What follows belongs to an exercise in optimizing a design on an open flow for small area, a short achievable clock period and few clock cycles; a production flow would make more cautious choices.
Function was checked by simulation only, so behaviour that the tests miss may differ from the original.
Power figures rest on the tool's default switching activity, not on a simulated workload.

## garnet
==> flow/design.v (excerpt) <==
module rc_frame_drive_command (
    input  logic        clk,
    input  logic        rst_n,
    input  logic        rx_valid,
    output logic        rx_ready,
    input  logic [7:0]  rx_byte,
    input  logic        rx_buffer_end,
    input  logic        rx_quick_stop_enabled,
    output logic        cmd_valid,
    input  logic        cmd_ready,
    output logic        cmd_frame_valid,
    output logic signed [9:0] cmd_linear_velocity,
    output logic signed [9:0] cmd_angular_velocity,
    output logic        cmd_manual_mode,
    output logic        cmd_startup_set,
    output logic [2:0]  cmd_startup_value,
    output logic [1:0]  cmd_stop_code,
    input  logic        cfg_we,
    input  logic [7:0]  cfg_wdata
);
Size in the first run: ~910 cells after synthesis, about 110 flip-flops, about 7400 um^2 of cells after synthesis.
export LEC_CHECK = 0
export ABC_AREA = 1
export CAP_MARGIN = 20
export CORE_MARGIN = 2
export CORE_UTILIZATION = 40
export PLACE_DENSITY = 0.8
export SLEW_MARGIN = 20
create_clock -name core_clock -period 13.0 [get_ports {clk}]
standard.sh (not shown) runs the stock make flow with config.mk's settings and CLKGATE_MAP_FILE= SYNTH_SCRIPT=/design/flow/synth_recipe.tcl, a recipe that flattens the netlist after the stock synthesis.
==> flow/flow/run.sh <==
#!/bin/bash
# Standard synthesis and layout; ports are buffered with buf_2 cells and the
# layout's timing repair aims for extra setup slack (the clock period and
# constraints are unchanged).
set -euo pipefail
bash standard.sh synth > synth.log 2>&1
bash standard.sh "BUFFER_PORTS_ARGS=-buffer_cell sky130_fd_sc_hd__buf_2" SETUP_SLACK_MARGIN=9.3 finish > layout.log 2>&1
garnet reached the final stage; the timing, DRC and antenna checks on its layout passed.
Testbench counts of garnet, summed over its fixed seeds: cycles 48,105.
--- input diff garnet..amber ---
Settings: SETUP_SLACK_MARGIN newly set to 5; PLACE_DENSITY removed (was 0.8).
==> flow/run.sh (new file) <==
#!/bin/bash
# synth_recipe.tcl (not shown) runs the flow's synth.tcl, then flattens the netlist and writes it again
# the make line also repeats each setting of config.mk as NAME=value (left out here)
make -C /OpenROAD-flow-scripts/flow DESIGN_CONFIG=/design/flow/config.mk WORK_HOME=/design/flow/orfs CLKGATE_MAP_FILE= SYNTH_SCRIPT=/design/flow/synth_recipe.tcl finish
removed: flow/flow/run.sh
removed: flow/standard.sh
==> comparison <==
- The worst setup slack in amber sits 850 ps below the value recorded for garnet.
- [compare] base=garnet new=amber: maximum clock skew at final layout barely changed, total power shows a reduction of about 1.6%, number of clock buffer instances in the layout moved up, met2 global-route usage -0.31 points.
- Of the two values seen for last element of the critical path, rem[7]$_DFFE_PP_ was produced by amber and wt[7]$_DFFE_PP_ by garnet.
- The post-synthesis to final-layout area growth of amber is higher than that of garnet.
- garnet vs amber, worst-path cell with the longest stage delay: sky130_fd_sc_hd__clkinvlp_2 vs sky130_fd_sc_hd__edfxtp_1
- Estimated wirelength of the detail-placed design in amber is 0.46% higher than in garnet
- Comparing amber with garnet, the hold slack came out essentially unchanged.
Setup changes, amber to indigo
Settings: removing SETUP_SLACK_MARGIN (formerly 5).
==> flow/flow/run.sh (new file) <==
#!/bin/bash
# Standard synthesis and layout; ports are buffered with buf_2 cells and the
# layout's timing repair aims for extra setup slack (the clock period and
# constraints are unchanged).
set -euo pipefail
bash standard.sh synth > synth.log 2>&1
bash standard.sh "BUFFER_PORTS_ARGS=-buffer_cell sky130_fd_sc_hd__buf_2" SETUP_SLACK_MARGIN=9.4 finish > layout.log 2>&1
==> flow/standard.sh (new file) <==
#!/bin/bash
# synth_recipe.tcl (not shown) runs the flow's synth.tcl, then flattens the netlist and writes it again
# the make line also repeats each setting of config.mk as NAME=value (left out here)
make -C /OpenROAD-flow-scripts/flow DESIGN_CONFIG=/design/flow/config.mk WORK_HOME=/design/flow/orfs CLKGATE_MAP_FILE= SYNTH_SCRIPT=/design/flow/synth_recipe.tcl "${@:-finish}"
removed: flow/run.sh
==> comparison <==
Per the comparison of indigo with amber, detailed-route wire length per cell now sits higher; sink count of the clock tree now sits at about the same level; total wire length now sits higher; first-pass GRT wire length now sits higher; peak per-stage delay on the critical path now sits lower. Sort indigo and amber by proportion of layout cells with a drive suffix above 1 desc -> top: indigo. indigo ended with more number of signal-net buffers in the layout than amber.
Relative to indigo, the following input files were edited for ember:
--- a/flow/flow/run.sh
+++ b/flow/flow/run.sh
@@ -7 +7 @@
-bash standard.sh "BUFFER_PORTS_ARGS=-buffer_cell sky130_fd_sc_hd__buf_2" SETUP_SLACK_MARGIN=9.4 finish > layout.log 2>&1
+bash standard.sh "BUFFER_PORTS_ARGS=-buffer_cell sky130_fd_sc_hd__buf_2" SETUP_SLACK_MARGIN=9.3 finish > layout.log 2>&1
Taking indigo as the reference, in ember share of the core filled with cells in the final layout went down, via count went down. Between ember and indigo, the number of global-route vias before repair does not differ in any meaningful way. Against indigo, ember comes in 3 higher on count of clock-buffer cells in the layout. ember vs. indigo: sum of negative setup slack flat; total iterations of the first detailed-routing run flat.
diff inputs: ember => zinc
Settings: putting CTS_BUF_LIST at sky130_fd_sc_hd__clkbuf_8 sky130_fd_sc_hd__clkbuf_16 where nothing was set.
--- a/flow/flow/run.sh
+++ b/flow/flow/run.sh
@@ -7 +7 @@
-bash standard.sh "BUFFER_PORTS_ARGS=-buffer_cell sky130_fd_sc_hd__buf_2" SETUP_SLACK_MARGIN=9.3 finish > layout.log 2>&1
+bash standard.sh "BUFFER_PORTS_ARGS=-buffer_cell sky130_fd_sc_hd__buf_2" SETUP_SLACK_MARGIN=9.4 finish > layout.log 2>&1
Results
Utilization ember -> zinc: up
Relative to ember, the final wirelength of zinc is lower by about 0.9%.
[zinc vs ember] layout overhead on the synthesized area: higher in zinc
Diff zinc..ember | aggregate global-route resource usage | negligible
Global-route wire length before repair: zinc vs ember down about 0.3%
zinc -> ember: flip-flop and latch count delta 0, exact match
On zinc: clock group total power is about 2% lower than what ember gave.
From ember to zinc the numbers moved as follows: area taken by multi-input logic gates grew by 33 um^2, worst-margin pin slew grew by 48 ps.
--- input diff zinc..sierra ---
Settings: a deleted CTS_BUF_LIST that had been sky130_fd_sc_hd__clkbuf_8 sky130_fd_sc_hd__clkbuf_16.
--- a/flow/flow/run.sh
+++ b/flow/flow/run.sh
@@ -7 +7 @@
-bash standard.sh "BUFFER_PORTS_ARGS=-buffer_cell sky130_fd_sc_hd__buf_2" SETUP_SLACK_MARGIN=9.4 finish > layout.log 2>&1
+bash standard.sh "BUFFER_PORTS_ARGS=-buffer_cell sky130_fd_sc_hd__buf_2" SETUP_SLACK_MARGIN=9.5 finish > layout.log 2>&1
- sierra vs. zinc: cell area power density grew by about 2%, clock power has increased, worst clock skew did not really move, design area saw an increase, layout clock buffer count grew by 2.

what the ideal ports hide:
In the flow no input, the clock included, has a driving cell. The finished layouts below were timed again as built, in two steps. Step 1 assumes that a clkbuf_16 drives the clock port and a buf_2 every other input. Step 2 moves the port delays by t, midway between the first and last clock arrival at a register: inputs arrive t later, outputs are due t later. That takes back most of the time a late clock gives input paths. a / b / c = ideal / step 1 / step 2; a / b = the first two.
run	t, ns	setup slack, ns	worst data-port slew with drivers (ns)	cell pins on the clock port's net
garnet	0.398	9.321 / 9.341 / 8.943	0.06	1
amber	0.377	8.473 / 8.473 / 8.473	0.04	1
indigo	0.385	9.415 / 9.435 / 9.050	0.03	1
ember	0.395	9.288 / 9.307 / 8.912	0.04	1
zinc	0.385	9.415 / 9.435 / 9.050	0.03	1
sierra	0.395	9.489 / 9.444 / 9.197	0.04	1
After both steps setup and hold are still met in every run listed. For garnet, which loses most, drivers alone change the setup slack by +0.020 ns; drivers and shift together by -0.378 ns.
